This is an optimization exercise on Yosys and OpenROAD, whose aim is small area, a short achievable clock period and few clock cycles per item, not a production implementation. RTL that was checked went through simulation tests only; none was proved equivalent to the original. No functional check of the RTL was part of runs 2 to 4. The clock port is modelled as an ideal driver; clocking choices that lean on that would not hold on a real chip. Power figures rest on the tool's default switching activity, not on a simulated workload.

==> flow/design.v <==
package blend_pkg;
	typedef logic [8-1:0] channel_t;
	typedef struct packed
	{
		channel_t r;
		channel_t g;
		channel_t b;
	} rgb_t;
	typedef logic [12-1:0] pixel_addr_t;
	typedef struct packed
	{
		pixel_addr_t addr;   
		rgb_t rgb;           
		channel_t alpha;     
		logic last;          
	} src_entry_t;
	typedef struct packed
	{
		pixel_addr_t addr;   
		rgb_t rgb;           
		logic last;          
	} res_entry_t;
endpackage
module alpha_blend_sum
(
	input logic [7:0] s,
	input logic [7:0] d,
	input logic [7:0] a,
	output logic [15:0] n0,
	output logic [15:0] n1
);
	logic [7:0] m0;
	logic [7:0] m1;
	logic [7:0] m2;
	logic [7:0] m3;
	logic [7:0] m4;
	logic [7:0] m5;
	logic [7:0] m6;
	logic [7:0] m7;
	logic u1;
	logic u2;
	logic u3;
	logic u4;
	logic u5;
	logic u6;
	logic u7;
	logic u8;
	logic u9;
	logic u10;
	logic u11;
	logic u12;
	logic u13;
	logic u14;
	logic u15;
	logic u16;
	logic u17;
	logic u18;
	logic u19;
	logic u20;
	logic u21;
	logic u22;
	logic u23;
	logic u24;
	logic u25;
	logic u26;
	logic u27;
	logic u28;
	logic u29;
	logic u30;
	logic u31;
	logic u32;
	logic u33;
	logic u34;
	logic u35;
	logic u36;
	logic u37;
	logic u38;
	logic u39;
	logic u40;
	logic u41;
	logic u42;
	logic u43;
	logic u44;
	logic u45;
	logic u46;
	logic u47;
	logic u48;
	logic u49;
	logic u50;
	logic u51;
	logic u52;
	logic u53;
	logic u54;
	logic u55;
	logic u56;
	logic u57;
	logic u58;
	logic u59;
	logic u60;
	logic u61;
	logic u62;
	logic u63;
	logic u64;
	logic u65;
	logic u66;
	logic u67;
	logic u68;
	logic u69;
	logic u70;
	logic u71;
	logic u72;
	logic u73;
	logic u74;
	logic u75;
	logic u76;
	logic u77;
	logic u78;
	logic u79;
	logic u80;
	logic u81;
	logic u82;
	logic u83;
	logic u84;
	assign m0 = a[0] ? s : d;
	assign m1 = a[1] ? s : d;
	assign m2 = a[2] ? s : d;
	assign m3 = a[3] ? s : d;
	assign m4 = a[4] ? s : d;
	assign m5 = a[5] ? s : d;
	assign m6 = a[6] ? s : d;
	assign m7 = a[7] ? s : d;
	assign u1 = m0[6] ^ m1[5];
	assign u2 = m0[6] & m1[5];
	assign u3 = m0[7] ^ m1[6] ^ m2[5];
	assign u4 = (m0[7] & m1[6]) | (m0[7] & m2[5]) | (m1[6] & m2[5]);
	assign u5 = m3[4] ^ m4[3];
	assign u6 = m3[4] & m4[3];
	assign u7 = m1[7] ^ m2[6] ^ m3[5];
	assign u8 = (m1[7] & m2[6]) | (m1[7] & m3[5]) | (m2[6] & m3[5]);
	assign u9 = m4[4] ^ m5[3];
	assign u10 = m4[4] & m5[3];
	assign u11 = m2[7] ^ m3[6] ^ m4[5];
	assign u12 = (m2[7] & m3[6]) | (m2[7] & m4[5]) | (m3[6] & m4[5]);
	assign u13 = m0[4] ^ m1[3];
	assign u14 = m0[4] & m1[3];
	assign u15 = m0[5] ^ m1[4] ^ m2[3];
	assign u16 = (m0[5] & m1[4]) | (m0[5] & m2[3]) | (m1[4] & m2[3]);
	assign u17 = m3[2] ^ m4[1];
	assign u18 = m3[2] & m4[1];
	assign u19 = u1 ^ m2[4] ^ m3[3];
	assign u20 = (u1 & m2[4]) | (u1 & m3[3]) | (m2[4] & m3[3]);
	assign u21 = m4[2] ^ m5[1] ^ m6[0];
	assign u22 = (m4[2] & m5[1]) | (m4[2] & m6[0]) | (m5[1] & m6[0]);
	assign u23 = u2 ^ u3 ^ u5;
	assign u24 = (u2 & u3) | (u2 & u5) | (u3 & u5);
	assign u25 = m5[2] ^ m6[1] ^ m7[0];
	assign u26 = (m5[2] & m6[1]) | (m5[2] & m7[0]) | (m6[1] & m7[0]);
	assign u27 = u4 ^ u6 ^ u7;
	assign u28 = (u4 & u6) | (u4 & u7) | (u6 & u7);
	assign u29 = u9 ^ m6[2] ^ m7[1];
	assign u30 = (u9 & m6[2]) | (u9 & m7[1]) | (m6[2] & m7[1]);
	assign u31 = u8 ^ u10 ^ u11;
	assign u32 = (u8 & u10) | (u8 & u11) | (u10 & u11);
	assign u33 = m5[4] ^ m6[3] ^ m7[2];
	assign u34 = (m5[4] & m6[3]) | (m5[4] & m7[2]) | (m6[3] & m7[2]);
	assign u35 = u12 ^ m3[7] ^ m4[6];
	assign u36 = (u12 & m3[7]) | (u12 & m4[6]) | (m3[7] & m4[6]);
	assign u37 = m5[5] ^ m6[4] ^ m7[3];
	assign u38 = (m5[5] & m6[4]) | (m5[5] & m7[3]) | (m6[4] & m7[3]);
	assign u39 = m4[7] ^ m5[6] ^ m6[5];
	assign u40 = (m4[7] & m5[6]) | (m4[7] & m6[5]) | (m5[6] & m6[5]);
	assign u41 = m0[3] ^ m1[2];
	assign u42 = m0[3] & m1[2];
	assign u43 = u13 ^ m2[2] ^ m3[1];
	assign u44 = (u13 & m2[2]) | (u13 & m3[1]) | (m2[2] & m3[1]);
	assign u45 = u14 ^ u15 ^ u17;
	assign u46 = (u14 & u15) | (u14 & u17) | (u15 & u17);
	assign u47 = u16 ^ u18 ^ u19;
	assign u48 = (u16 & u18) | (u16 & u19) | (u18 & u19);
	assign u49 = u20 ^ u22 ^ u23;
	assign u50 = (u20 & u22) | (u20 & u23) | (u22 & u23);
	assign u51 = u24 ^ u26 ^ u27;
	assign u52 = (u24 & u26) | (u24 & u27) | (u26 & u27);
	assign u53 = u28 ^ u30 ^ u31;
	assign u54 = (u28 & u30) | (u28 & u31) | (u30 & u31);
	assign u55 = u32 ^ u34 ^ u35;
	assign u56 = (u32 & u34) | (u32 & u35) | (u34 & u35);
	assign u57 = u36 ^ u38 ^ u39;
	assign u58 = (u36 & u38) | (u36 & u39) | (u38 & u39);
	assign u59 = u40 ^ m5[7] ^ m6[6];
	assign u60 = (u40 & m5[7]) | (u40 & m6[6]) | (m5[7] & m6[6]);
	assign u61 = m0[2] ^ m1[1];
	assign u62 = m0[2] & m1[1];
	assign u63 = u41 ^ m2[1] ^ m3[0];
	assign u64 = (u41 & m2[1]) | (u41 & m3[0]) | (m2[1] & m3[0]);
	assign u65 = u42 ^ u43 ^ m4[0];
	assign u66 = (u42 & u43) | (u42 & m4[0]) | (u43 & m4[0]);
	assign u67 = u44 ^ u45 ^ m5[0];
	assign u68 = (u44 & u45) | (u44 & m5[0]) | (u45 & m5[0]);
	assign u69 = u46 ^ u47 ^ u21;
	assign u70 = (u46 & u47) | (u46 & u21) | (u47 & u21);
	assign u71 = u48 ^ u49 ^ u25;
	assign u72 = (u48 & u49) | (u48 & u25) | (u49 & u25);
	assign u73 = u50 ^ u51 ^ u29;
	assign u74 = (u50 & u51) | (u50 & u29) | (u51 & u29);
	assign u75 = u52 ^ u53 ^ u33;
	assign u76 = (u52 & u53) | (u52 & u33) | (u53 & u33);
	assign u77 = u54 ^ u55 ^ u37;
	assign u78 = (u54 & u55) | (u54 & u37) | (u55 & u37);
	assign u79 = u56 ^ u57 ^ m7[4];
	assign u80 = (u56 & u57) | (u56 & m7[4]) | (u57 & m7[4]);
	assign u81 = u58 ^ u59 ^ m7[5];
	assign u82 = (u58 & u59) | (u58 & m7[5]) | (u59 & m7[5]);
	assign u83 = u60 ^ m6[7] ^ m7[6];
	assign u84 = (u60 & m6[7]) | (u60 & m7[6]) | (m6[7] & m7[6]);
	assign n0 = {1'b0, u84, u82, u80, u78, u76, u74, u72, u70, u68, u66, u64, u62, u61, m0[1], m0[0]};
	assign n1 = {1'b0, m7[7], u83, u81, u79, u77, u75, u73, u71, u69, u67, u65, u63, m2[0], m1[0], 1'b0};
endmodule
module alpha_blend_div
(
	input logic [15:0] n0,
	input logic [15:0] n1,
	output logic [7:0] q
);
	logic v1;
	logic v2;
	logic v3;
	logic v4;
	logic v5;
	logic v6;
	logic v7;
	logic v8;
	logic v9;
	logic v10;
	logic v11;
	logic v12;
	logic v13;
	logic v14;
	logic v15;
	logic v16;
	logic v17;
	logic v18;
	logic v19;
	logic v20;
	logic v21;
	logic v22;
	logic v23;
	logic v24;
	logic v25;
	logic v26;
	logic v27;
	logic v28;
	logic v29;
	logic v30;
	logic v31;
	logic v32;
	logic v33;
	logic v34;
	logic v35;
	logic v36;
	logic v37;
	logic v38;
	logic v39;
	logic v40;
	logic v41;
	logic v42;
	logic v43;
	logic v44;
	logic [23:0] x0;
	logic [23:0] x1;
	logic [23:0] t;
	assign v1 = n0[0] ^ n0[8];
	assign v2 = n0[0] & n0[8];
	assign v3 = n0[1] ^ n0[9] ^ n1[1];
	assign v4 = (n0[1] & n0[9]) | (n0[1] & n1[1]) | (n0[9] & n1[1]);
	assign v5 = n0[2] ^ n0[10] ^ n1[2];
	assign v6 = (n0[2] & n0[10]) | (n0[2] & n1[2]) | (n0[10] & n1[2]);
	assign v7 = n0[3] ^ n0[11] ^ n1[3];
	assign v8 = (n0[3] & n0[11]) | (n0[3] & n1[3]) | (n0[11] & n1[3]);
	assign v9 = n0[4] ^ n0[12] ^ n1[4];
	assign v10 = (n0[4] & n0[12]) | (n0[4] & n1[4]) | (n0[12] & n1[4]);
	assign v11 = n0[5] ^ n0[13] ^ n1[5];
	assign v12 = (n0[5] & n0[13]) | (n0[5] & n1[5]) | (n0[13] & n1[5]);
	assign v13 = n0[6] ^ n0[14] ^ n1[6];
	assign v14 = (n0[6] & n0[14]) | (n0[6] & n1[6]) | (n0[14] & n1[6]);
	assign v15 = v1 ^ n1[8];
	assign v16 = v1 & n1[8];
	assign v17 = v2 ^ v3 ^ n1[9];
	assign v18 = (v2 & v3) | (v2 & n1[9]) | (v3 & n1[9]);
	assign v19 = v4 ^ v5 ^ n1[10];
	assign v20 = (v4 & v5) | (v4 & n1[10]) | (v5 & n1[10]);
	assign v21 = v6 ^ v7 ^ n1[11];
	assign v22 = (v6 & v7) | (v6 & n1[11]) | (v7 & n1[11]);
	assign v23 = v8 ^ v9 ^ n1[12];
	assign v24 = (v8 & v9) | (v8 & n1[12]) | (v9 & n1[12]);
	assign v25 = v10 ^ v11 ^ n1[13];
	assign v26 = (v10 & v11) | (v10 & n1[13]) | (v11 & n1[13]);
	assign v27 = v12 ^ v13 ^ n1[14];
	assign v28 = (v12 & v13) | (v12 & n1[14]) | (v13 & n1[14]);
	assign v29 = v14 ^ n0[7] ^ n1[7];
	assign v30 = (v14 & n0[7]) | (v14 & n1[7]) | (n0[7] & n1[7]);
	assign v31 = n0[8] ^ n1[8];
	assign v32 = n0[8] & n1[8];
	assign v33 = n0[9] ^ n1[9];
	assign v34 = n0[9] & n1[9];
	assign v35 = n0[10] ^ n1[10];
	assign v36 = n0[10] & n1[10];
	assign v37 = n0[11] ^ n1[11];
	assign v38 = n0[11] & n1[11];
	assign v39 = n0[12] ^ n1[12];
	assign v40 = n0[12] & n1[12];
	assign v41 = n0[13] ^ n1[13];
	assign v42 = n0[13] & n1[13];
	assign v43 = n0[14] ^ n1[14];
	assign v44 = n0[14] & n1[14];
	assign x0 = {v44, v42, v40, v38, v36, v34, v32, v30, v28, v26, v24, v22, v20, v18, v16, v15, n0[7], n0[6], n0[5], n0[4], n0[3], n0[2], n0[1], n0[0]};
	assign x1 = {1'b0, v43, v41, v39, v37, v35, v33, v31, v29, v27, v25, v23, v21, v19, v17, 1'b1, n1[7], n1[6], n1[5], n1[4], n1[3], n1[2], n1[1], 1'b1};
	assign t = x0 + x1;
	assign q = t[23:16];
endmodule
module alpha_compositor
(
	input logic clk,
	input logic reset,
	input logic src_valid,
	output logic src_ready,
	input blend_pkg::pixel_addr_t src_addr,
	input blend_pkg::channel_t src_r,
	input blend_pkg::channel_t src_g,
	input blend_pkg::channel_t src_b,
	input blend_pkg::channel_t src_a,
	input logic src_last,
	output logic wb_cyc,
	output logic wb_stb,
	output logic wb_we,
	output blend_pkg::pixel_addr_t wb_adr,
	output blend_pkg::rgb_t wb_dat_w,
	input blend_pkg::rgb_t wb_dat_r,
	input logic wb_ack,
	output logic frame_done
);
	logic busy;
	logic wlast;        
	logic bv;
	logic [23:0] b_s;
	logic [7:0] b_a;
	logic [23:0] b_d;
	logic [11:0] b_addr;
	logic b_last;
	logic [2:0] k1;     
	logic s1v;
	logic [15:0] s1n0;
	logic [15:0] s1n1;
	logic rdy;          
	logic hz;           
	logic rd_ack;
	logic wr_ack;
	logic free;
	logic wb_free;
	logic pv;
	logic b_done;
	logic issue_r;
	logic issue_w;
	logic load_b;
	logic s1_take;
	logic s1_load;
	logic [7:0] ch_s;
	logic [7:0] ch_d;
	logic [15:0] ch_n0;
	logic [15:0] ch_n1;
	logic [7:0] ch_q;
	assign wb_cyc = busy;
	assign wb_stb = busy;
	assign src_ready = rdy;
	assign rd_ack = busy && !wb_we && wb_ack;
	assign wr_ack = busy && wb_we && wb_ack;
	assign free = !busy || wr_ack;
	assign wb_free = !(busy && wb_we) || wb_ack;
	assign pv = src_valid && !rdy;
	assign b_done = bv && (k1 == 3'd0);
	assign issue_r = free && pv;
	assign issue_w = (rd_ack && bv) || (free && !pv && b_done);
	assign load_b = rd_ack && !hz;
	assign s1_take = s1v && wb_free;
	assign s1_load = (k1 != 3'd0) && (!s1v || s1_take);
	assign ch_s = b_s[23:16];
	assign ch_d = b_d[23:16];
	alpha_blend_sum sum_u (.s(ch_s), .d(ch_d), .a(b_a), .n0(ch_n0), .n1(ch_n1));
	alpha_blend_div div_u (.n0(s1n0), .n1(s1n1), .q(ch_q));
	always_ff @(posedge clk)
	begin
		if (!reset)
		begin
			busy <= 1'b0;
			bv <= 1'b0;
			k1 <= 3'd0;
			s1v <= 1'b0;
			rdy <= 1'b0;
			hz <= 1'b0;
			frame_done <= 1'b0;
		end
		else
		begin
			frame_done <= wr_ack && wlast;
			rdy <= load_b;
			hz <= bv && (src_addr == b_addr);
			if (issue_r || issue_w)
				busy <= 1'b1;
			else if (wb_ack)
				busy <= 1'b0;
			if (load_b)
				bv <= 1'b1;
			else if (issue_w)
				bv <= 1'b0;
			if (load_b)
				k1 <= 3'b001;
			else if (s1_load)
				k1 <= {k1[1:0], 1'b0};
			if (s1_load)
				s1v <= 1'b1;
			else if (s1_take)
				s1v <= 1'b0;
		end
	end
	always_ff @(posedge clk)
	begin
		if (issue_r)
		begin
			wb_we <= 1'b0;
			wb_adr <= src_addr;
		end
		else if (issue_w)
		begin
			wb_we <= 1'b1;
			wb_adr <= b_addr;
			wlast <= b_last;
		end
		if (rd_ack)
			b_d <= wb_dat_r;
		else if (s1_load)
			b_d[23:8] <= b_d[15:0];
		if (load_b)
		begin
			b_s <= {src_r, src_g, src_b};
			b_a <= src_a;
			b_addr <= src_addr;
			b_last <= src_last;
		end
		else if (s1_load)
			b_s[23:8] <= b_s[15:0];
		if (s1_load)
		begin
			s1n0 <= ch_n0;
			s1n1 <= ch_n1;
		end
		if (s1_take && k1[1])
			wb_dat_w[23:16] <= ch_q;
		if (s1_take && k1[2])
			wb_dat_w[15:8] <= ch_q;
		if (s1_take && k1 == 3'd0)
			wb_dat_w[7:0] <= ch_q;
	end
endmodule
==> flow/flow/run.sh <==
#!/bin/bash
# Standard layout, with two changes to how it is made:
#  - the port buffers the standard flow's flow inserts are made from the smallest plain
#    buffer; repair still resizes any that timing needs;
#  - the full and half adder cells are kept out (with the platform's own
#    don't-use cells), so abc maps the adder trees from plain gates.
set -euo pipefail
export BUFFER_PORTS_ARGS="-buffer_cell sky130_fd_sc_hd__buf_1"
DU="sky130_fd_sc_hd__probe_p_8 sky130_fd_sc_hd__probec_p_8 sky130_fd_sc_hd__lpflow_bleeder_1 sky130_fd_sc_hd__lpflow_clkbufkapwr_1 sky130_fd_sc_hd__lpflow_clkbufkapwr_16 sky130_fd_sc_hd__lpflow_clkbufkapwr_2 sky130_fd_sc_hd__lpflow_clkbufkapwr_4 sky130_fd_sc_hd__lpflow_clkbufkapwr_8 sky130_fd_sc_hd__lpflow_clkinvkapwr_1 sky130_fd_sc_hd__lpflow_clkinvkapwr_16 sky130_fd_sc_hd__lpflow_clkinvkapwr_2 sky130_fd_sc_hd__lpflow_clkinvkapwr_4 sky130_fd_sc_hd__lpflow_clkinvkapwr_8 sky130_fd_sc_hd__lpflow_decapkapwr_12 sky130_fd_sc_hd__lpflow_decapkapwr_3 sky130_fd_sc_hd__lpflow_decapkapwr_4 sky130_fd_sc_hd__lpflow_decapkapwr_6 sky130_fd_sc_hd__lpflow_decapkapwr_8 sky130_fd_sc_hd__lpflow_inputiso0n_1 sky130_fd_sc_hd__lpflow_inputiso0p_1 sky130_fd_sc_hd__lpflow_inputiso1n_1 sky130_fd_sc_hd__lpflow_inputiso1p_1 sky130_fd_sc_hd__lpflow_inputisolatch_1 sky130_fd_sc_hd__lpflow_isobufsrc_1 sky130_fd_sc_hd__lpflow_isobufsrc_16 sky130_fd_sc_hd__lpflow_isobufsrc_2 sky130_fd_sc_hd__lpflow_isobufsrc_4 sky130_fd_sc_hd__lpflow_isobufsrc_8 sky130_fd_sc_hd__lpflow_isobufsrckapwr_16 sky130_fd_sc_hd__lpflow_lsbuf_lh_hl_isowell_tap_1 sky130_fd_sc_hd__lpflow_lsbuf_lh_hl_isowell_tap_2 sky130_fd_sc_hd__lpflow_lsbuf_lh_hl_isowell_tap_4 sky130_fd_sc_hd__lpflow_lsbuf_lh_isowell_4 sky130_fd_sc_hd__lpflow_lsbuf_lh_isowell_tap_1 sky130_fd_sc_hd__lpflow_lsbuf_lh_isowell_tap_2 sky130_fd_sc_hd__lpflow_lsbuf_lh_isowell_tap_4  sky130_fd_sc_hd__fa_1 sky130_fd_sc_hd__fa_2 sky130_fd_sc_hd__fa_4 sky130_fd_sc_hd__ha_1 sky130_fd_sc_hd__ha_2 sky130_fd_sc_hd__ha_4"
bash standard.sh "DONT_USE_CELLS=$DU" finish > standard_flow.log 2>&1
==> flow/standard.sh <==
#!/bin/bash
# synth_recipe.tcl (not shown) runs the flow's synth.tcl, then flattens the netlist and writes it again
# the make line also repeats each setting of config.mk as NAME=value (left out here)
make -C /OpenROAD-flow-scripts/flow DESIGN_CONFIG=/design/flow/config.mk WORK_HOME=/design/flow/orfs CLKGATE_MAP_FILE= SYNTH_SCRIPT=/design/flow/synth_recipe.tcl "${@:-finish}"
==> flow/config.mk <==
export PLATFORM = sky130hd
export DESIGN_NAME = alpha_compositor
export DESIGN_NICKNAME = alpha_compositor
export VERILOG_FILES = /design/flow/design.v
export SDC_FILE = /design/flow/constraint.sdc
export NUM_CORES = 4
export LEC_CHECK = 0
export CAP_MARGIN = 20
export CORE_MARGIN = 2
export CORE_UTILIZATION = 40
export CTS_BUF_LIST = sky130_fd_sc_hd__clkbuf_4 sky130_fd_sc_hd__clkbuf_8
export SETUP_SLACK_MARGIN = 5
export SLEW_MARGIN = 20
export TNS_END_PERCENT = 0
==> flow/constraint.sdc <==
create_clock -name core_clock -period 8.0 [get_ports {clk}]
set_input_delay 1.6000 -clock core_clock [delete_from_list [all_inputs] [get_ports {clk}]]
set_output_delay 1.6000 -clock core_clock [all_outputs]
set_load 0.01 [all_outputs]
==> results.rst, run 1 <==
.. list-table::
   :header-rows: 1

   * - Metric
     - Value
   * - Final HPWL DP
     - 12900 microns
   * - Portion of total power attributed to sequential cells
     - 0.408
   * - Netlist area before placement
     - 0.00884 sq mm
   * - Antenna diode count
     - 0
   * - Post-route DRC violation count
     - 0
   * - Startpoint type of the worst setup path
     - flip-flop
   * - Final setup viols
     - 0
   * - Net Switching
     - 865 uW
   * - Layout Utilization
     - 0.480
   * - Most frequent cells in the layout
     - sky130_fd_sc_hd__edfxtp_1 (135), sky130_fd_sc_hd__buf_1 (113), sky130_fd_sc_hd__nand2_1 (86), sky130_fd_sc_hd__xnor2_1 (82), sky130_fd_sc_hd__mux2i_1 (56)
   * - Total congestion overflow after global routing
     - 0
   * - Wire length of the first global-routing pass
     - 31100 microns
   * - Share of synthesized area occupied by flip-flops and latches
     - 0.481
   * - Series of cell instances along the critical path
     - buf_6 > xor3_2 > maj3_2 > and2_4 > or3_4 > nor4bb_4 > a21o_1 > and3_4 > mux2i_1 > a31oi_1 > xnor2_1
   * - Maximum net fanout on the critical path
     - 3
   * - Endpoint arrival time on the critical path
     - 3.61 ns
   * - Number of buffers created by CTS
     - 17
   * - Net count reported at finish
     - 983
   * - CTS Hold Bufs
     - 0
   * - Gate count of the mapped netlist
     - 766
   * - CTS tree
     - built
   * - Buffers on Ports
     - 113
   * - Portion of the clock cycle consumed by the worst path in the final layout
     - 0.419
   * - Switching power as a share of total power
     - 0.352
   * - Number of vias after detailed routing
     - 6161
   * - Hold crit path type
     - reg -> reg
   * - Max-cap viol count
     - 0
   * - Maximum vdd drop
     - 0.168 mV
   * - Vias in the first global route
     - 6140
   * - Drt pass-1 iters
     - 5
   * - Post-synth EDFFs
     - 135
   * - Run status
     - finished clean
   * - Initial antenna violation count
     - 0
   * - Worst setup EP type
     - flip-flop
   * - Worst rel slew slack
     - 0.449
   * - Global Route Usage Sum
     - 0.164
   * - Power share of the combinational group
     - 0.347
   * - Setup repair after global routing missed its margin
     - true
   * - Met3 track utilization from global routing
     - 0.0421
   * - Max frequency
     - 298 MHz
   * - Total negative setup slack
     - 0 ns
   * - Detailed Route Iter0 Violations
     - 321
   * - Synthesized flop and latch total
     - 145
   * - Layer with the highest usage
     - met2
   * - Final hold viol count
     - 0
   * - Max Root-Sink Buffers
     - 2
   * - Tmin final
     - 3.36 ns
   * - Leakage power summed over all cells
     - 0.00370 uW
   * - Main synth FF type
     - sky130_fd_sc_hd__edfxtp_1
   * - Async set-or-reset flop fraction in the synthesized netlist
     - 0
   * - Power share of the clock group
     - 0.245
   * - Met2 Resource Use GR
     - 0.271
   * - Routed wire per std cell
     - 15.8 microns
   * - Setup slack at placement
     - 4.44 ns
   * - Combined flip-flop and latch cell area
     - 0.00425 sq mm
   * - Die height
     - 153 microns
   * - Internal power consumption
     - 1590 uW
   * - Die footprint
     - 0.0233 sq mm
   * - Syn_nets
     - 839
   * - Layout cells sized above 1
     - 0.182
   * - Clock transition time at the flip-flop clock pins of the worst setup and hold paths
     - 0.10 ns
   * - Clock Sinks
     - 145
   * - Measured slew at the worst slew-check pin
     - 0.823 ns
   * - Fill count
     - 2030
   * - Starting density of the core
     - 0.406
   * - Power Dens Cells
     - 235 mW/mm^2
   * - Total number of placement rows
     - 54
   * - Minimum setup slack in the final design
     - 4.64 ns
   * - Max Slew Vio Count
     - 0
   * - Worst-case hold slack
     - 0.430 ns
   * - Top-Level Pins
     - 114
   * - Max H-tree Level
     - 4
   * - Clk Tree Root Cell
     - sky130_fd_sc_hd__clkbuf_8
   * - Placeable core region
     - 0.0218 sq mm
   * - Routed vias/inst
     - 5.12
   * - Final routed wirelength across all metal layers
     - 19000 microns
   * - Largest net degree at the start of global routing
     - 45
   * - Number of nets still failing antenna checks after routing
     - 0
   * - Die X-Extent
     - 153 microns
   * - Clock latency of the later-clocked register in the worst-skew pair
     - 0.46 ns
   * - Data required time at the worst endpoint
     - 8.26 ns
   * - Worst clock skew on the final layout
     - 0.0171 ns
   * - CP max stage delay
     - 0.45 ns
   * - Layout overhead on the synthesized area
     - 18.0%
   * - Yosys synthesis warning count
     - 1
   * - Most common library cell in the layout ignoring fill and taps
     - sky130_fd_sc_hd__edfxtp_1
   * - Avg Cell Area, Syn
     - 11.5 sq um
   * - Weighted congestion reported at the end of routability-driven placement
     - 0.816
   * - Setup Crit Path Kind
     - reg -> reg
   * - Library cells used by synthesis
     - 73
   * - Area of the multi-input gates
     - 0.00452 sq mm
   * - Met1 global-route usage
     - 0.213
   * - Cell with the biggest individual delay on the critical path
     - sky130_fd_sc_hd__edfxtp_1
-- per-stage QoR --
step                      std cells  total power [uW]  cell area, sq um
after detailed placement       1121              1780              9490
final                          1203              2460             10400
after global placement         1121              1770              9490
after CTS                      1188              2430             10200
after global routing           1203              2590             10400
after floorplan                 766              1620              8840
-- path summary, 6_finish.rpt --
| path | startpoint | end | slack [ns] | depth (start not counted) |
|---|---|---|---|---|
| worst min-delay path | b_last | wlast | 0.43 | 0 |
| worst max register to register | s1n0[6] | wb_dat_w[5] | 4.64 | 11 |
| worst max-delay path | s1n0[6] | wb_dat_w[5] | 4.64 | 11 |
| worst min register to register | b_last | wlast | 0.43 | 0 |
-- cells in the mapped netlist (8+ instances only) --
cell | number | area (sq um)
sky130_fd_sc_hd__edfxtp_1 | 135 | 4050
sky130_fd_sc_hd__xnor2_1 | 87 | 762
sky130_fd_sc_hd__nand2_1 | 86 | 323
sky130_fd_sc_hd__mux2i_1 | 56 | 561
sky130_fd_sc_hd__nor2_1 | 48 | 180
sky130_fd_sc_hd__mux2_2 | 40 | 450
sky130_fd_sc_hd__maj3_1 | 37 | 370
sky130_fd_sc_hd__xor2_1 | 28 | 245
sky130_fd_sc_hd__clkbuf_1 | 25 | 93.8
sky130_fd_sc_hd__o21ai_0 | 22 | 110
sky130_fd_sc_hd__a21oi_1 | 15 | 75.1
sky130_fd_sc_hd__inv_1 | 12 | 45.0
sky130_fd_sc_hd__nand3_1 | 11 | 55.1
sky130_fd_sc_hd__dfxtp_1 | 10 | 200
sky130_fd_sc_hd__nor3_1 | 10 | 50.1
sky130_fd_sc_hd__buf_1 | 8 | 30.0
sky130_fd_sc_hd__buf_2 | 8 | 40.0
sky130_fd_sc_hd__o31ai_1 | 8 | 60.1
-- area by class of cell --
type	count	area share
flip-flops and latches	145	0.408
multi-input cells	566	0.433
clock buffers	17	0.0224
inverters	13	0.00468
well taps	280	0.0336
repair buffers	167	0.0806
clock inverters	15	0.0180
-- layer usage --
| layer | wire [microns] | up-vias |
|---|---|---|
| li1 | - | 3083 |
| met1 | 8860 | 2907 |
| met2 | 9000 | 151 |
| met3 | 878 | 20 |
| met4 | 234 | 0 |
| met5 | 0 | - |
-- timing repair --
| item | in CTS | in global routing |
|---|---|---|
| buffers inserted | 35 | 14 |
| gates resized for setup | 11 | 14 |
| setup endpoints to repair | 18 | 36 |
| pin swaps | 13 | 6 |
| gates cloned | 0 | 0 |
-- state kept, by name, summed over array words and instances, names as in the netlist, 3 cells and up --
register / cells
b_addr: 12
s1n0: 15
k1: 3
wb_adr: 12
wb_dat_w: 24
b_d: 24
b_a: 8
b_s: 24
div_u.n1: 14
-- cells by family (layout without fill, tap and decap cells) --
group / Yosys count / in the layout / share of synthesized area
AO/OA/AOI/OAI: 98 / 98 / 0.0775
XOR/XNOR: 127 / 127 / 0.145
adder cells (fa/ha/maj): 42 / 42 / 0.0485
buffers and inverters: 55 / 212 / 0.0249
flip-flops: 145 / 145 / 0.481
multiplexers: 98 / 98 / 0.117
AND/OR/NAND/NOR: 201 / 201 / 0.105
-- critical path, delay by kind of cell, from the launching register on --
family                     cells  cell delay, ns
and+or+nand+nor                4            1.05
xor gates and xnor gates       2            0.68
DFF                            1            0.45
adders and majority gates      1            0.39
AOI/OAI and AO/OA              2            0.25
muxes                          1            0.19
buffers and inverters          1            0.15
-- power by group through the flow --
| stage | sequential (uW) | combinational, uW | clock [uW] |
|---|---|---|---|
| 4_1_cts | 1010 | 812 | 616 |
| 3_3_place_gp | 1040 | 735 | 0 |
| 5_1_grt | 1010 | 942 | 641 |
| 6_report | 1000 | 853 | 602 |
| 3_5_place_dp | 1040 | 743 | 0 |
| 2_1_floorplan | 989 | 626 | 0 |
Testbench counts, summed over its fixed seeds: cycles 34,519, pixels 5,905.
==> run 2: changes to the inputs <==
--- a/flow/design.v
+++ b/flow/design.v
@@ -223,99 +223,15 @@
 	output logic [7:0] q
 );
-	logic v1;
-	logic v2;
-	logic v3;
-	logic v4;
-	logic v5;
-	logic v6;
-	logic v7;
-	logic v8;
-	logic v9;
-	logic v10;
-	logic v11;
-	logic v12;
-	logic v13;
-	logic v14;
-	logic v15;
-	logic v16;
-	logic v17;
-	logic v18;
-	logic v19;
-	logic v20;
-	logic v21;
-	logic v22;
-	logic v23;
-	logic v24;
-	logic v25;
-	logic v26;
-	logic v27;
-	logic v28;
-	logic v29;
-	logic v30;
-	logic v31;
-	logic v32;
-	logic v33;
-	logic v34;
-	logic v35;
-	logic v36;
-	logic v37;
-	logic v38;
-	logic v39;
-	logic v40;
-	logic v41;
-	logic v42;
-	logic v43;
-	logic v44;
-	logic [23:0] x0;
-	logic [23:0] x1;
-	logic [23:0] t;
-	assign v1 = n0[0] ^ n0[8];
-	assign v2 = n0[0] & n0[8];
-	assign v3 = n0[1] ^ n0[9] ^ n1[1];
-	assign v4 = (n0[1] & n0[9]) | (n0[1] & n1[1]) | (n0[9] & n1[1]);
-	assign v5 = n0[2] ^ n0[10] ^ n1[2];
-	assign v6 = (n0[2] & n0[10]) | (n0[2] & n1[2]) | (n0[10] & n1[2]);
-	assign v7 = n0[3] ^ n0[11] ^ n1[3];
-	assign v8 = (n0[3] & n0[11]) | (n0[3] & n1[3]) | (n0[11] & n1[3]);
-	assign v9 = n0[4] ^ n0[12] ^ n1[4];
-	assign v10 = (n0[4] & n0[12]) | (n0[4] & n1[4]) | (n0[12] & n1[4]);
-	assign v11 = n0[5] ^ n0[13] ^ n1[5];
-	assign v12 = (n0[5] & n0[13]) | (n0[5] & n1[5]) | (n0[13] & n1[5]);
-	assign v13 = n0[6] ^ n0[14] ^ n1[6];
-	assign v14 = (n0[6] & n0[14]) | (n0[6] & n1[6]) | (n0[14] & n1[6]);
-	assign v15 = v1 ^ n1[8];
-	assign v16 = v1 & n1[8];
-	assign v17 = v2 ^ v3 ^ n1[9];
-	assign v18 = (v2 & v3) | (v2 & n1[9]) | (v3 & n1[9]);
-	assign v19 = v4 ^ v5 ^ n1[10];
-	assign v20 = (v4 & v5) | (v4 & n1[10]) | (v5 & n1[10]);
-	assign v21 = v6 ^ v7 ^ n1[11];
-	assign v22 = (v6 & v7) | (v6 & n1[11]) | (v7 & n1[11]);
-	assign v23 = v8 ^ v9 ^ n1[12];
-	assign v24 = (v8 & v9) | (v8 & n1[12]) | (v9 & n1[12]);
-	assign v25 = v10 ^ v11 ^ n1[13];
-	assign v26 = (v10 & v11) | (v10 & n1[13]) | (v11 & n1[13]);
-	assign v27 = v12 ^ v13 ^ n1[14];
-	assign v28 = (v12 & v13) | (v12 & n1[14]) | (v13 & n1[14]);
-	assign v29 = v14 ^ n0[7] ^ n1[7];
-	assign v30 = (v14 & n0[7]) | (v14 & n1[7]) | (n0[7] & n1[7]);
-	assign v31 = n0[8] ^ n1[8];
-	assign v32 = n0[8] & n1[8];
-	assign v33 = n0[9] ^ n1[9];
-	assign v34 = n0[9] & n1[9];
-	assign v35 = n0[10] ^ n1[10];
-	assign v36 = n0[10] & n1[10];
-	assign v37 = n0[11] ^ n1[11];
-	assign v38 = n0[11] & n1[11];
-	assign v39 = n0[12] ^ n1[12];
-	assign v40 = n0[12] & n1[12];
-	assign v41 = n0[13] ^ n1[13];
-	assign v42 = n0[13] & n1[13];
-	assign v43 = n0[14] ^ n1[14];
-	assign v44 = n0[14] & n1[14];
-	assign x0 = {v44, v42, v40, v38, v36, v34, v32, v30, v28, v26, v24, v22, v20, v18, v16, v15, n0[7], n0[6], n0[5], n0[4], n0[3], n0[2], n0[1], n0[0]};
-	assign x1 = {1'b0, v43, v41, v39, v37, v35, v33, v31, v29, v27, v25, v23, v21, v19, v17, 1'b1, n1[7], n1[6], n1[5], n1[4], n1[3], n1[2], n1[1], 1'b1};
-	assign t = x0 + x1;
-	assign q = t[23:16];
+	logic [8:0] lo;       
+	logic [7:0] ha;       
+	logic [8:0] sa;       
+	logic [8:0] sb;       
+	logic cond;
+	assign lo = {1'b0, n0[7:0]} + {1'b0, n1[7:0]};
+	assign ha = n0[15:8] + n1[15:8];
+	assign sa = {1'b0, ha} + {1'b0, lo[7:0]} + 9'd1;
+	assign sb = {1'b0, ha} + {1'b0, lo[7:0]} + 9'd2;
+	assign cond = lo[8] ? sb[8] : sa[8];
+	assign q = ha + {7'd0, lo[8]} + {7'd0, cond};
 endmodule
 module alpha_compositor
@@ -359,4 +275,6 @@
 	logic wb_free;
 	logic pv;
+	logic pr;
+	logic po;
 	logic b_done;
 	logic issue_r;
@@ -378,8 +296,10 @@
 	assign wb_free = !(busy && wb_we) || wb_ack;
 	assign pv = src_valid && !rdy;
+	assign pr = pv && (src_a != 8'hff);
+	assign po = pv && (src_a == 8'hff);
 	assign b_done = bv && (k1 == 3'd0);
-	assign issue_r = free && pv;
-	assign issue_w = (rd_ack && bv) || (free && !pv && b_done);
-	assign load_b = rd_ack && !hz;
+	assign issue_r = free && pr;
+	assign issue_w = (rd_ack && bv) || (free && !pr && b_done);
+	assign load_b = (rd_ack && !hz) || (free && po && (!bv || issue_w));
 	assign s1_take = s1v && wb_free;
 	assign s1_load = (k1 != 3'd0) && (!s1v || s1_take);
@@ -440,13 +360,16 @@
 		else if (s1_load)
 			b_d[23:8] <= b_d[15:0];
-		if (load_b)
+		if (k1 == 3'd0)
 		begin
 			b_s <= {src_r, src_g, src_b};
 			b_a <= src_a;
-			b_addr <= src_addr;
-			b_last <= src_last;
 		end
 		else if (s1_load)
 			b_s[23:8] <= b_s[15:0];
+		if (load_b)
+		begin
+			b_addr <= src_addr;
+			b_last <= src_last;
+		end
 		if (s1_load)
 		begin
==> flow/flow/run.sh (replaced) <==
#!/bin/bash
# Standard layout, with the port buffers the standard flow's flow inserts made from
# the smallest plain buffer; repair still resizes any that timing needs.
set -euo pipefail
export BUFFER_PORTS_ARGS="-buffer_cell sky130_fd_sc_hd__buf_1"
bash standard.sh > standard_flow.log 2>&1
==> run 2 against run 1 <==
Net effect: largest power group unchanged; still clean; critical endpoint is now wb_dat_w[22]; routed wire length is 22% lower; sequential share of layout area grew 4.8 points; highest routed layer unchanged; setup slack lost 1.0 ns; fmax is 23% lower; hold slack improved by 0.032 ns.
==> results.rst, run 2 <==
.. list-table::
   :header-rows: 1

   * - Metric
     - Value
   * - Tmin final
     - 4.35 ns
   * - Number of nets still failing antenna checks after routing
     - 0
   * - Vias in the first global route
     - 4812
   * - Synthesized flop and latch total
     - 145
   * - Cell area after layout
     - 0.00933 sq mm
   * - Die X-Extent
     - 144 microns
   * - Max H-tree Level
     - 4
   * - Weighted congestion reported at the end of routability-driven placement
     - 0.792
   * - Post-synth EDFFs
     - 135
   * - Largest net degree at the start of global routing
     - 37
   * - Startpoint type of the worst setup path
     - flip-flop
   * - Startpoint of the most critical hold path
     - b_last
   * - Die height
     - 144 microns
   * - Combined flip-flop and latch cell area
     - 0.00425 sq mm
   * - Drt pass-1 iters
     - 4
   * - Share of synthesized area occupied by flip-flops and latches
     - 0.542
   * - Wire length of the first global-routing pass
     - 23500 microns
   * - Reg-to-reg critical path startpoint
     - s1n0[8]
   * - Clock latency of the later-clocked register in the worst-skew pair
     - 0.46 ns
   * - Syn_nets
     - 708
   * - Layout overhead on the synthesized area
     - 18.9%
   * - Switching power as a share of total power
     - 0.334
   * - Portion of the clock cycle consumed by the worst path in the final layout
     - 0.544
   * - Final setup viols
     - 0
   * - Max Slew Vio Count
     - 0
   * - Yosys synthesis warning count
     - 1
   * - Power Dens Cells
     - 268 mW/mm^2
   * - Worst rel slew slack
     - 0.280
   * - Total number of placement rows
     - 51
   * - Max frequency
     - 230 MHz
   * - Internal power consumption
     - 1670 uW
   * - Net count reported at finish
     - 843
   * - Detailed Route Iter0 Violations
     - 194
   * - Setup Crit Path Kind
     - reg -> reg
   * - Run status
     - finished clean
   * - Final routed wirelength across all metal layers
     - 14800 microns
   * - Net Switching
     - 836 uW
   * - Measured slew at the worst slew-check pin
     - 1.07 ns
   * - Startpoint of the worst setup timing path
     - s1n0[8]
   * - Setup repair after global routing missed its margin
     - true
   * - Placeable core region
     - 0.0193 sq mm
   * - Fill count
     - 1706
   * - Power share of the combinational group
     - 0.368
   * - Dpl cell area
     - 0.00864 sq mm
   * - Maximum net fanout on the critical path
     - 3
   * - Number of buffers created by CTS
     - 17
   * - Worst clock skew on the final layout
     - 0.0167 ns
   * - Main synth FF type
     - sky130_fd_sc_hd__edfxtp_1
   * - Largest registers
     - b_d: 24 flops, b_s: 24 flops, wb_dat_w: 24 flops
   * - Gate count of the mapped netlist
     - 566
   * - Number of vias after detailed routing
     - 4762
   * - Routed wire per std cell
     - 15.2 microns
   * - Endpoint arrival time on the critical path
     - 4.55 ns
   * - Cell types with the highest counts after synthesis
     - sky130_fd_sc_hd__edfxtp_1 (135), sky130_fd_sc_hd__mux2_2 (73), sky130_fd_sc_hd__nand2_1 (61)
   * - Routed vias/inst
     - 4.86
   * - Maximum vdd drop
     - 0.117 mV
   * - Hold crit path type
     - reg -> reg
   * - Async set-or-reset flop fraction in the synthesized netlist
     - 0
   * - Initial antenna violation count
     - 0
   * - Final HPWL DP
     - 10900 microns
   * - Worst setup EP type
     - flip-flop
   * - Portion of total power attributed to sequential cells
     - 0.403
   * - Buffers on Ports
     - 113
   * - Max-cap viol count
     - 0
   * - Layout cells sized above 1
     - 0.228
   * - Starting density of the core
     - 0.406
   * - Total negative setup slack
     - 0 ns
   * - CTS tree
     - built
   * - Largest cells by area after synthesis
     - sky130_fd_sc_hd__edfxtp_1 (52%), sky130_fd_sc_hd__mux2_2 (10%), sky130_fd_sc_hd__fa_1 (10%)
   * - Netlist area before placement
     - 0.00784 sq mm
   * - Top-Level Pins
     - 114
   * - Leakage power summed over all cells
     - 0.00346 uW
   * - Power share of the clock group
     - 0.230
   * - Cell type contributing the most total cell area after synthesis
     - sky130_fd_sc_hd__edfxtp_1
   * - Clk Tree Root Cell
     - sky130_fd_sc_hd__clkbuf_8
   * - Final hold viol count
     - 0
   * - Library cells used by synthesis
     - 45
   * - Total congestion overflow after global routing
     - 0
   * - CTS Hold Bufs
     - 0
   * - Most repeated cell in the gate-level netlist after synthesis
     - sky130_fd_sc_hd__edfxtp_1
   * - Clock Sinks
     - 145
   * - Area share of the largest cell type after synthesis
     - 0.517
   * - Post-route DRC violation count
     - 0
   * - Clock transition time at the flip-flop clock pins of the worst setup and hold paths
     - 0.10 ns
   * - Area of the multi-input gates
     - 0.00362 sq mm
   * - Die footprint
     - 0.0207 sq mm
   * - Data required time at the worst endpoint
     - 8.19 ns
   * - Avg Cell Area, Syn
     - 13.9 sq um
   * - Antenna diode count
     - 0
   * - Max Root-Sink Buffers
     - 2
   * - Global Route Usage Sum
     - 0.147
   * - Most common library cell in the layout ignoring fill and taps
     - sky130_fd_sc_hd__edfxtp_1
   * - Most frequent cells in the layout
     - sky130_fd_sc_hd__edfxtp_1 (135), sky130_fd_sc_hd__buf_1 (113), sky130_fd_sc_hd__mux2_2 (73), sky130_fd_sc_hd__nand2_1 (60), sky130_fd_sc_hd__inv_1 (46)
[run 2: cell count changes after synthesis, sizes merged, moves of 30 or more]
cell   change
fa        +39
ha        +30
inv       +34
maj3      -42
mux2      +31
mux2i     -35
nor2      -37
xnor2     -64
[run 2: repair_timing]
action,CTS,global route
endpoints found under the setup margin,81,101
gates cloned,0,0
pin swaps,9,20
gates resized for setup,10,21
endpoints found under the hold margin,0,0
buffers inserted,5,8
[run 2: stage by stage]
stage	power (uW)	setup WS [ns]	std cells	util	hold WS, ns
final	2500	3.65	979	0.482	0.462
after global routing	2670	3.49	979	0.482	0.469
after CTS	2410	3.71	971	0.473	0.465
after detailed placement	1780	3.60	934	0.447	0.432
after global placement	1760	3.68	934	0.447	0.408
after floorplan	1590	3.97	566	-	0.400
[run 2: area by class of cell]
type | count | share of cell area
Clock buffer | 18 | 0.0259
Clock inverter | 14 | 0.0158
Inverter | 47 | 0.0189
Multi-Input combinational cell | 359 | 0.388
Sequential cell | 145 | 0.456
Tap cell | 265 | 0.0356
Timing Repair Buffer | 131 | 0.0600
[run 2: layer usage]
metal | global-route usage | routed length [microns] | up-vias
met3 | 0.0387 | 750 | 25
met2 | 0.239 | 7160 | 132
met4 | 0.0614 | 374 | 0
met5 | 0 | 0 | -
met1 | 0.186 | 6560 | 2302
li1 | - | - | 2303
[run 2: logic make-up (layout without fill, tap and decap cells)]
family | after synthesis | in the layout | share of synthesized area
buffers and inverters | 62 | 210 | 0.0301
AO/OA/AOI/OAI | 53 | 53 | 0.0480
flip-flops | 145 | 145 | 0.542
XOR/XNOR | 31 | 31 | 0.0346
AND/OR/NAND/NOR | 112 | 112 | 0.0659
multiplexers | 94 | 94 | 0.132
adder cells (fa/ha/maj) | 69 | 69 | 0.147
[run 2: final timing paths]
check	slack, ns	end	depth (start not counted)
worst max-delay path	3.65	wb_dat_w[22]	18
worst max register to register	3.65	wb_dat_w[22]	18
worst min-delay path	0.46	wlast	0
worst min register to register	0.46	wlast	0
[run 2: power by group through the flow]
stage | Combinational [uW] | Sequential [uW] | Clock, uW
6_report | 920 | 1010 | 574
5_1_grt | 1030 | 1020 | 616
4_1_cts | 815 | 1010 | 587
3_5_place_dp | 757 | 1030 | 0
3_3_place_gp | 731 | 1020 | 0
2_1_floorplan | 578 | 1010 | 0
[run 2: worst max-delay path: stages, from the launching register on]
cell and delay (ns):
sky130_fd_sc_hd__edfxtp_1 0.38, sky130_fd_sc_hd__ha_2 0.21, sky130_fd_sc_hd__fa_2 0.40, sky130_fd_sc_hd__a21o_4 0.23, sky130_fd_sc_hd__a21oi_4 0.20, sky130_fd_sc_hd__xnor2_4 0.16
sky130_fd_sc_hd__ha_4 0.24, sky130_fd_sc_hd__a21oi_2 0.13, sky130_fd_sc_hd__o21ai_2 0.08, sky130_fd_sc_hd__xnor2_1 0.12, sky130_fd_sc_hd__nor4_1 0.27, sky130_fd_sc_hd__buf_4 0.16
sky130_fd_sc_hd__a31o_1 0.15, sky130_fd_sc_hd__o311ai_2 0.10, sky130_fd_sc_hd__or3_4 0.39, sky130_fd_sc_hd__fa_2 0.45, sky130_fd_sc_hd__ha_4 0.19, sky130_fd_sc_hd__nand4_1 0.12
sky130_fd_sc_hd__xnor2_2 0.10
==> run 3: changes to the inputs <==
--- a/flow/design.v
+++ b/flow/design.v
@@ -275,6 +275,4 @@
 	logic wb_free;
 	logic pv;
-	logic pr;
-	logic po;
 	logic b_done;
 	logic issue_r;
@@ -296,10 +294,8 @@
 	assign wb_free = !(busy && wb_we) || wb_ack;
 	assign pv = src_valid && !rdy;
-	assign pr = pv && (src_a != 8'hff);
-	assign po = pv && (src_a == 8'hff);
 	assign b_done = bv && (k1 == 3'd0);
-	assign issue_r = free && pr;
-	assign issue_w = (rd_ack && bv) || (free && !pr && b_done);
-	assign load_b = (rd_ack && !hz) || (free && po && (!bv || issue_w));
+	assign issue_r = free && pv;
+	assign issue_w = (rd_ack && bv) || (free && !pv && b_done);
+	assign load_b = rd_ack && !hz;
 	assign s1_take = s1v && wb_free;
 	assign s1_load = (k1 != 3'd0) && (!s1v || s1_take);
@@ -360,16 +356,13 @@
 		else if (s1_load)
 			b_d[23:8] <= b_d[15:0];
-		if (k1 == 3'd0)
+		if (load_b)
 		begin
 			b_s <= {src_r, src_g, src_b};
 			b_a <= src_a;
-		end
-		else if (s1_load)
-			b_s[23:8] <= b_s[15:0];
-		if (load_b)
-		begin
 			b_addr <= src_addr;
 			b_last <= src_last;
 		end
+		else if (s1_load)
+			b_s[23:8] <= b_s[15:0];
 		if (s1_load)
 		begin
==> run 3 against run 2 <==
Net effect: still clean on timing, DRC and antenna; fmax rose by 10%; sequential share of layout area rose by 1.1 points; hold slack got worse by 0.025 ns; final cell count fell by 1.4%; combinational power fell by 23%; design area fell by 2.5%; clock power barely moved; critical endpoint unchanged; largest power group unchanged.
==> results.rst, run 3 <==
.. list-table::
   :header-rows: 1

   * - Metric
     - Value
   * - Cell types with the highest counts after synthesis
     - sky130_fd_sc_hd__edfxtp_1 (135), sky130_fd_sc_hd__mux2_2 (74), sky130_fd_sc_hd__nand2_1 (58)
   * - Worst clock skew on the final layout
     - 0.0188 ns
   * - Routed wire per std cell
     - 15.2 microns
   * - Largest cells by area after synthesis
     - sky130_fd_sc_hd__edfxtp_1 (52%), sky130_fd_sc_hd__mux2_2 (11%), sky130_fd_sc_hd__fa_1 (10%)
   * - Reg-to-reg setup timing slack
     - 4.05 ns
   * - Routed vias/inst
     - 4.78
   * - Cells on Worst Hold Path
     - 0
   * - Minimum setup slack in the final design
     - 4.05 ns
   * - Data required time at the worst endpoint
     - 8.16 ns
   * - Worst rel slew slack
     - 0.332
   * - Layout overhead on the synthesized area
     - 16.2%
   * - Async set-or-reset flop fraction in the synthesized netlist
     - 0
   * - Initial antenna violation count
     - 0
   * - Number of vias after detailed routing
     - 4617
   * - Worst setup EP type
     - flip-flop
   * - Clock Sinks
     - 145
   * - Fill count
     - 1723
   * - Buffers on Ports
     - 113
   * - Maximum net fanout on the critical path
     - 4
   * - Measured slew at the worst slew-check pin
     - 0.994 ns
   * - Worst reg2reg path depth
     - 14
   * - Simple-gate portion of the synthesized area
     - 0.0587
   * - Setup Crit Path Kind
     - reg -> reg
   * - Gate count of the mapped netlist
     - 564
   * - Area share of the largest cell type after synthesis
     - 0.518
   * - Portion of the clock cycle consumed by the worst path in the final layout
     - 0.494
   * - Placeable core region
     - 0.0193 sq mm
   * - Maximum vdd drop
     - 0.152 mV
   * - Leakage power summed over all cells
     - 0.00336 uW
   * - Setup repair after global routing missed its margin
     - true
   * - Max frequency
     - 253 MHz
   * - Total negative setup slack
     - 0 ns
   * - Largest registers
     - b_d: 24 flops, b_s: 24 flops, wb_dat_w: 24 flops
   * - Number of nets still failing antenna checks after routing
     - 0
   * - Total number of placement rows
     - 51
   * - Parity-gate share of the synthesized area counting xor and xnor cells
     - 0.0358
   * - Post-route DRC violation count
     - 0
   * - CTS tree
     - built
   * - Net count reported at finish
     - 829
   * - Vias in the first global route
     - 4776
   * - Cell type contributing the most total cell area after synthesis
     - sky130_fd_sc_hd__edfxtp_1
   * - Detailed Route Iter0 Violations
     - 205
   * - Clk Tree Root Cell
     - sky130_fd_sc_hd__clkbuf_8
   * - Antenna diode count
     - 0
   * - Die X-Extent
     - 144 microns
   * - Syn_nets
     - 706
   * - Drt pass-1 iters
     - 4
   * - Complex-gate fraction of the synthesized area
     - 0.0511
   * - Final routed wirelength across all metal layers
     - 14700 microns
   * - Library cells used by synthesis
     - 41
   * - Post-synth EDFFs
     - 135
   * - Clock latency of the later-clocked register in the worst-skew pair
     - 0.45 ns
   * - Die footprint
     - 0.0207 sq mm
   * - Max H-tree Level
     - 4
   * - Most repeated cell in the gate-level netlist after synthesis
     - sky130_fd_sc_hd__edfxtp_1
   * - Final HPWL DP
     - 10800 microns
   * - Netlist area before placement
     - 0.00783 sq mm
   * - Combinational family with the most area after synthesis
     - adder cells
   * - Power Dens Cells
     - 249 mW/mm^2
   * - Endpoint arrival time on the critical path
     - 4.10 ns
   * - Top-Level Pins
     - 114
   * - Setup slack at placement
     - 3.95 ns
   * - Final setup viols
     - 0
   * - Number of buffers created by CTS
     - 17
   * - Startpoint type of the worst setup path
     - flip-flop
   * - Largest net degree at the start of global routing
     - 38
   * - Adder-cell share of the synthesized area
     - 0.148
   * - Clock transition time at the flip-flop clock pins of the worst setup and hold paths
     - 0.08 ns
   * - Final hold viol count
     - 0
   * - Tmin final
     - 3.95 ns
   * - Total congestion overflow after global routing
     - 0
   * - Main synth FF type
     - sky130_fd_sc_hd__edfxtp_1
   * - Starting density of the core
     - 0.405
   * - Avg Cell Area, Syn
     - 13.9 sq um
   * - Yosys synthesis warning count
     - 1
   * - Weighted congestion reported at the end of routability-driven placement
     - 0.826
   * - Max Root-Sink Buffers
     - 2
   * - Die height
     - 144 microns
   * - Layout cells sized above 1
     - 0.197
   * - Run status
     - finished clean
   * - Synthesized flop and latch total
     - 145
   * - Share of synthesized area occupied by flip-flops and latches
     - 0.543
   * - Most frequent cells in the layout
     - sky130_fd_sc_hd__edfxtp_1 (135), sky130_fd_sc_hd__buf_1 (113), sky130_fd_sc_hd__mux2_2 (74), sky130_fd_sc_hd__nand2_1 (58), sky130_fd_sc_hd__inv_1 (47)
   * - Portion of netlist area occupied by mux cells
     - 0.132
   * - Wire length of the first global-routing pass
     - 24000 microns
   * - Max Slew Vio Count
     - 0
   * - Global Route Usage Sum
     - 0.152
   * - CTS Hold Bufs
     - 0
   * - Most common library cell in the layout ignoring fill and taps
     - sky130_fd_sc_hd__edfxtp_1
   * - Hold crit path type
     - reg -> reg
   * - Max-cap viol count
     - 0
run 3: changes by cell type after synthesis, moves of 3 or more:
cell	previous run	this run
sky130_fd_sc_hd__nor2_1	11	14
sky130_fd_sc_hd__a211oi_1	0	3
sky130_fd_sc_hd__nor4b_1	3	0
sky130_fd_sc_hd__nand2b_1	4	7
sky130_fd_sc_hd__nor3_1	3	6
sky130_fd_sc_hd__o21ai_0	9	6
sky130_fd_sc_hd__nand2_1	61	58
run 3: metal layers:
metal	share of wire	vias to the layer above	track usage
met5	0	-	0
met4	0.020	0	0.0480
met3	0.052	21	0.0450
met2	0.47	121	0.243
met1	0.46	2221	0.199
li1	-	2254	-
run 3: timing repair:
| item | 4_1_cts | 5_1_grt |
|---|---|---|
| setup endpoints to repair | 48 | 51 |
| cloned | 0 | 0 |
| resized for setup | 5 | 9 |
| pin swaps | 4 | 8 |
| buffers inserted | 1 | 1 |
run 3: layout make-up:
type	instances	area (sq um)	share of cell area
clock buffers	20	256	0.0282
clock inverters	12	135	0.0149
inverters	48	180	0.0198
multi-input cells	355	3460	0.380
flip-flops and latches	145	4250	0.468
well taps	265	332	0.0364
repair buffers	120	484	0.0532
run 3: logic make-up (layout without fill, tap and decap cells):
group	Yosys count	count (layout)
AO/OA/AOI/OAI	55	55
adder cells (fa/ha/maj)	69	69
flip-flops	145	145
AND/OR/NAND/NOR	105	105
multiplexers	94	94
XOR/XNOR	32	32
buffers and inverters	64	200
run 3: metrics by stage:
| step | hold WS [ns] | instances | instance area [sq um] | total power (uW) | util |
|---|---|---|---|---|---|
| after floorplan | 0.400 | 564 | 7860 | 1490 | - |
| after global placement | 0.405 | 930 | 8590 | 1640 | 0.444 |
| after detailed placement | 0.421 | 930 | 8590 | 1660 | 0.444 |
| after CTS | 0.441 | 963 | 9010 | 2250 | 0.466 |
| after global routing | 0.458 | 965 | 9100 | 2420 | 0.471 |
| final | 0.437 | 965 | 9100 | 2270 | 0.471 |
run 3: power by group:
part	total, uW	switching [uW]	internal [uW]
sequential	982	36.0	946
clock	572	282	290
combinational	713	396	317
run 3: final timing paths:
kind | from | to
worst max-delay path | s1n0[8] | wb_dat_w[22]
worst min-delay path | b_last | wlast
worst max register to register | s1n0[8] | wb_dat_w[22]
worst min register to register | b_last | wlast
run 3: worst max-delay path, cell delays in order, from the launching register on:
cell,delay [ns]
sky130_fd_sc_hd__edfxtp_1,0.38
sky130_fd_sc_hd__ha_2,0.22
sky130_fd_sc_hd__fa_2,0.48
sky130_fd_sc_hd__fa_1,0.49
sky130_fd_sc_hd__nand2b_1,0.19
sky130_fd_sc_hd__o22ai_1,0.17
sky130_fd_sc_hd__o22ai_1,0.10
sky130_fd_sc_hd__nor3_1,0.21
sky130_fd_sc_hd__o311ai_1,0.17
sky130_fd_sc_hd__o41ai_2,0.31
sky130_fd_sc_hd__nand4_1,0.17
sky130_fd_sc_hd__fa_2,0.38
sky130_fd_sc_hd__ha_2,0.20
sky130_fd_sc_hd__nand4_1,0.09
sky130_fd_sc_hd__xnor2_1,0.11
==> run 4: changes to the inputs <==
--- a/flow/design.v
+++ b/flow/design.v
@@ -225,13 +225,19 @@
 	logic [8:0] lo;       
 	logic [7:0] ha;       
-	logic [8:0] sa;       
-	logic [8:0] sb;       
+	logic [8:0] hb;       
+	logic [7:0] hc;       
+	logic [9:0] t;        
+	logic ca;             
+	logic cb;             
 	logic cond;
 	assign lo = {1'b0, n0[7:0]} + {1'b0, n1[7:0]};
 	assign ha = n0[15:8] + n1[15:8];
-	assign sa = {1'b0, ha} + {1'b0, lo[7:0]} + 9'd1;
-	assign sb = {1'b0, ha} + {1'b0, lo[7:0]} + 9'd2;
-	assign cond = lo[8] ? sb[8] : sa[8];
-	assign q = ha + {7'd0, lo[8]} + {7'd0, cond};
+	assign hb = {n0[15:8], 1'b1} + {n1[15:8], 1'b1};
+	assign hc = hb[8:1] + 8'd1;
+	assign t = {1'b0, ha, 1'b1} + {1'b0, lo[7:0], 1'b1};
+	assign ca = t[9];
+	assign cb = t[9] | (&t[8:1]);
+	assign cond = lo[8] ? cb : ca;
+	assign q = (lo[8] && cond) ? hc : (lo[8] || cond) ? hb[8:1] : ha;
 endmodule
 module alpha_compositor
@@ -269,5 +275,4 @@
 	logic [15:0] s1n1;
 	logic rdy;          
-	logic hz;           
 	logic rd_ack;
 	logic wr_ack;
@@ -275,5 +280,8 @@
 	logic wb_free;
 	logic pv;
+	logic pr;
+	logic po;
 	logic b_done;
+	logic barrier;
 	logic issue_r;
 	logic issue_w;
@@ -294,8 +302,11 @@
 	assign wb_free = !(busy && wb_we) || wb_ack;
 	assign pv = src_valid && !rdy;
+	assign pr = pv && (src_a != 8'hff);
+	assign po = pv && (src_a == 8'hff);
 	assign b_done = bv && (k1 == 3'd0);
-	assign issue_r = free && pv;
-	assign issue_w = (rd_ack && bv) || (free && !pv && b_done);
-	assign load_b = rd_ack && !hz;
+	assign barrier = bv && b_last;   
+	assign issue_r = free && pr && !barrier;
+	assign issue_w = (rd_ack && bv) || (free && (!pr || barrier) && b_done);
+	assign load_b = rd_ack || (free && po && (!bv || issue_w));
 	assign s1_take = s1v && wb_free;
 	assign s1_load = (k1 != 3'd0) && (!s1v || s1_take);
@@ -313,5 +324,4 @@
 			s1v <= 1'b0;
 			rdy <= 1'b0;
-			hz <= 1'b0;
 			frame_done <= 1'b0;
 		end
@@ -320,5 +330,4 @@
 			frame_done <= wr_ack && wlast;
 			rdy <= load_b;
-			hz <= bv && (src_addr == b_addr);
 			if (issue_r || issue_w)
 				busy <= 1'b1;
@@ -356,13 +365,16 @@
 		else if (s1_load)
 			b_d[23:8] <= b_d[15:0];
-		if (load_b)
+		if (k1 == 3'd0)
 		begin
 			b_s <= {src_r, src_g, src_b};
 			b_a <= src_a;
-			b_addr <= src_addr;
-			b_last <= src_last;
 		end
 		else if (s1_load)
 			b_s[23:8] <= b_s[15:0];
+		if (load_b)
+		begin
+			b_addr <= src_addr;
+			b_last <= src_last;
+		end
 		if (s1_load)
 		begin
==> flow/flow/run.sh (replaced) <==
#!/bin/bash
# Standard layout, with three changes to how it is made:
#  - the port buffers the standard flow's flow inserts are made from the smallest plain
#    buffer; repair still resizes any that timing needs;
#  - CTS adds no dummy loads to balance its leaf buffers;
#  - after CTS, one more setup repair pass on the worst path
#    (flow/post_cts.tcl).
set -euo pipefail
export BUFFER_PORTS_ARGS="-buffer_cell sky130_fd_sc_hd__buf_1"
export POST_CTS_TCL="$PWD/flow/post_cts.tcl"
export CTS_ARGS="-sink_clustering_enable -repair_clock_nets -dont_use_dummy_load -buf_list {sky130_fd_sc_hd__clkbuf_4 sky130_fd_sc_hd__clkbuf_8}"
bash standard.sh > standard_flow.log 2>&1
==> flow/flow/post_cts.tcl (new file) <==
puts "post_cts: worst setup slack before [worst_slack -max]"
repair_timing -setup -setup_margin 5.6 -repair_tns 0 -verbose
detailed_placement
check_placement -verbose
puts "post_cts: worst setup slack after [worst_slack -max]"
==> run 4 against run 3 <==
Net effect: clock skew grew 0.012 ns; largest cell class unchanged; die area increased by 4.8%; routed wire length up 9.6%; sequential share of layout area decreased by 2.0 points; hold slack better by 0.059 ns; design area increased by 4.0%; fmax up 3.1%; clock power is 28% lower; highest routed layer unchanged.
==> results.rst, run 4 <==
.. list-table::
   :header-rows: 1

   * - Metric
     - Value
   * - Run status
     - finished clean
   * - Avg Cell Area, Syn
     - 13.9 sq um
   * - Hold crit path type
     - reg -> reg
   * - CTS tree
     - built
   * - Antenna diode count
     - 0
   * - Max frequency
     - 261 MHz
   * - Max-cap viol count
     - 0
   * - Setup slack at placement
     - 3.48 ns
   * - Total congestion overflow after global routing
     - 0
   * - Weighted congestion reported at the end of routability-driven placement
     - 0.869
   * - Worst clock skew on the final layout
     - 0.0309 ns
   * - Layout overhead on the synthesized area
     - 15.1%
   * - Maximum vdd drop
     - 0.164 mV
   * - Share of synthesized area occupied by flip-flops and latches
     - 0.515
   * - Library cells used by synthesis
     - 62
   * - Final routed wirelength across all metal layers
     - 16100 microns
   * - Tmin final
     - 3.83 ns
   * - Layout cells sized above 1
     - 0.229
   * - Series of cell instances along the critical path
     - ha_2 > fa_2 > and3_1 > o21a_1 > o21a_1 > nor2_1 > xnor2_1 > ha_1 > or4_1 > a21o_1 > a31oi_4 > buf_4 > a22o_1 > a21o_1
   * - Reg-to-reg setup timing slack
     - 4.17 ns
   * - Routed wire per std cell
     - 16.3 microns
   * - Maximum net fanout on the critical path
     - 7
   * - Portion of total power attributed to sequential cells
     - 0.308
   * - Post-route DRC violation count
     - 0
   * - Netlist area before placement
     - 0.00822 sq mm
   * - Setup repair after global routing missed its margin
     - true
   * - Async set-or-reset flop fraction in the synthesized netlist
     - 0
   * - Wire length of the first global-routing pass
     - 26500 microns
   * - Switching power as a share of total power
     - 0.404
   * - Number of placed instances, taps included
     - 958
   * - Clock transition time at the flip-flop clock pins of the worst setup and hold paths
     - 0.06 ns
   * - Leakage power summed over all cells
     - 0.00351 uW
   * - Worst setup EP type
     - flip-flop
   * - Endpoint arrival time on the critical path
     - 4.11 ns
   * - Detailed Route Iter0 Violations
     - 301
   * - Cell types with the highest counts after synthesis
     - sky130_fd_sc_hd__edfxtp_1 (135), sky130_fd_sc_hd__mux2_2 (90), sky130_fd_sc_hd__inv_1 (53)
   * - Setup Crit Path Kind
     - reg -> reg
   * - Area share of the largest cell type after synthesis
     - 0.493
   * - Worst Hold Endpoint
     - frame_done
   * - Largest registers
     - b_d: 24 flops, b_s: 24 flops, wb_dat_w: 24 flops
   * - Vias in the first global route
     - 5405
   * - Final HPWL DP
     - 12000 microns
   * - Max Slew Vio Count
     - 0
   * - Worst reg2reg path depth
     - 14
   * - Power share of the combinational group
     - 0.591
   * - Internal power consumption
     - 2420 uW
   * - Startpoint type of the worst setup path
     - flip-flop
   * - Drt pass-1 iters
     - 4
   * - Gate count of the mapped netlist
     - 592
   * - Starting density of the core
     - 0.407
   * - Die X-Extent
     - 147 microns
   * - Data required time at the worst endpoint
     - 8.28 ns
   * - Cells on Worst Hold Path
     - 2
   * - Power Dens Cells
     - 430 mW/mm^2
   * - Syn_nets
     - 735
   * - Net count reported at finish
     - 865
   * - Cell type contributing the most total cell area after synthesis
     - sky130_fd_sc_hd__edfxtp_1
   * - Most frequent cells in the layout
     - sky130_fd_sc_hd__edfxtp_1 (135), sky130_fd_sc_hd__buf_1 (113), sky130_fd_sc_hd__mux2_2 (89), sky130_fd_sc_hd__inv_1 (51), sky130_fd_sc_hd__fa_1 (36)
   * - Net Switching
     - 1640 uW
   * - Measured slew at the worst slew-check pin
     - 0.927 ns
   * - Most repeated cell in the gate-level netlist after synthesis
     - sky130_fd_sc_hd__edfxtp_1
   * - Synthesized flop and latch total
     - 144
   * - Routed vias/inst
     - 5.10
   * - Clock latency of the later-clocked register in the worst-skew pair
     - 0.44 ns
   * - CP max stage delay
     - 0.51 ns
   * - Post-route total power
     - 4070 uW
   * - Total number of placement rows
     - 52
   * - Reg-to-reg critical path startpoint
     - s1n0[1]
   * - Clock Sinks
     - 144
   * - Top-Level Pins
     - 114
   * - Initial antenna violation count
     - 0
run 4: cell count changes in the layout (fill, tap and decap cells not counted), moves of 4 or more:
cell                       change
sky130_fd_sc_hd__a21o_1        +6
sky130_fd_sc_hd__xnor2_1      -14
sky130_fd_sc_hd__mux2_2       +15
sky130_fd_sc_hd__and3_1        +4
sky130_fd_sc_hd__o21ai_0       +6
sky130_fd_sc_hd__nand2_1      -49
sky130_fd_sc_hd__nor2b_1       +7
sky130_fd_sc_hd__clkinv_4      -5
sky130_fd_sc_hd__buf_4        +12
sky130_fd_sc_hd__inv_1         +4
sky130_fd_sc_hd__nor3b_1       +6
run 4: final cells by class:
class                      instances  area (sq um)
timing repair buffer             132           571
tap                              270           338
sequential                       144          4230
inverter                          54           203
multi-input combinational        373          3880
fill                            1844         10700
clock buffer                      17           234
run 4: power by group through the flow:
| stage | Clock (uW) | Sequential [uW] | Combinational, uW |
|---|---|---|---|
| 3_5_place_dp | 0 | 1270 | 2080 |
| 5_1_grt | 450 | 1270 | 2680 |
| 3_3_place_gp | 0 | 1260 | 2000 |
| 6_report | 411 | 1250 | 2400 |
| 2_1_floorplan | 0 | 1240 | 1620 |
run 4: logic make-up (layout without fill, tap and decap cells):
group,count (synthesis),count (layout),share of synthesized area
AOI/OAI and AO/OA,85,85,0.0772
DFF,144,144,0.515
xor gates and xnor gates,16,16,0.0171
and+or+nand+nor,89,89,0.0603
buffers and inverters,75,203,0.0367
muxes,113,113,0.151
adders and majority gates,70,70,0.142
run 4: critical path, delay by kind of cell (launching register included):
family,cells,cell delay (ns)
AOI/OAI and AO/OA,6,1.19
buffers and inverters,1,0.20
xor gates and xnor gates,1,0.16
DFF,1,0.39
adders and majority gates,3,0.89
and+or+nand+nor,3,0.84
run 4: worst max path at each step:
stage | startpoint | to | slack [ns]
5_1_grt | s1n0[8] | wb_dat_w[12] | 4.04
3_5_place_dp | div_u.n1[8] | wb_dat_w[6] | 3.48
6_report | s1n0[1] | wb_dat_w[3] | 4.17
3_3_place_gp | div_u.n1[1] | wb_dat_w[14] | 3.66
2_1_floorplan | s1n0[8] | wb_dat_w[11] | 4.32
run 4: per-stage QoR:
stage | hold slack (ns) | utilization
after floorplan | 0.427 | -
after global placement | 0.445 | 0.444
after detailed placement | 0.460 | 0.444
after global routing | 0.523 | 0.469
final | 0.496 | 0.469
run 4: layer usage:
layer  share of wire  track usage  up-vias
met5               0            0        -
met4           0.018       0.0529        0
met3           0.044       0.0373       22
met2            0.50        0.263      129
met1            0.44        0.190     2461
li1                -            -     2435

==> afterwards: timing with drivers on the ports <==
Ports are ideal in the flow. The routed layouts listed here were re-timed in OpenROAD.
Step 1: set_driving_cell puts a clkbuf_16 on clk and a buf_2 on each other input, an assumption about the parent block.
Step 2 times the ports against the registers' clock, not the clock port: input delays grow and output delays shrink by t, the midpoint of the rising clock arrivals with the driver on.
Slacks: no drivers / after step 1 / after step 2; pairs: no drivers / after step 1.
run | t, ns | setup slack, ns | cell pins on the clock port's net
run 1 | 0.487 | 4.644 / 4.644 / 4.558 | 1
run 2 | 0.484 | 3.645 / 3.645 / 3.645 | 1
run 3 | 0.479 | 4.052 / 4.052 / 4.052 | 1
run 4 | 0.467 | 4.171 / 4.171 / 4.171 | 1
After both steps every run listed still meets setup and hold. The setup slack of run 1, which loses most, moves by 0.000 ns with the drivers and by -0.086 ns with both steps.
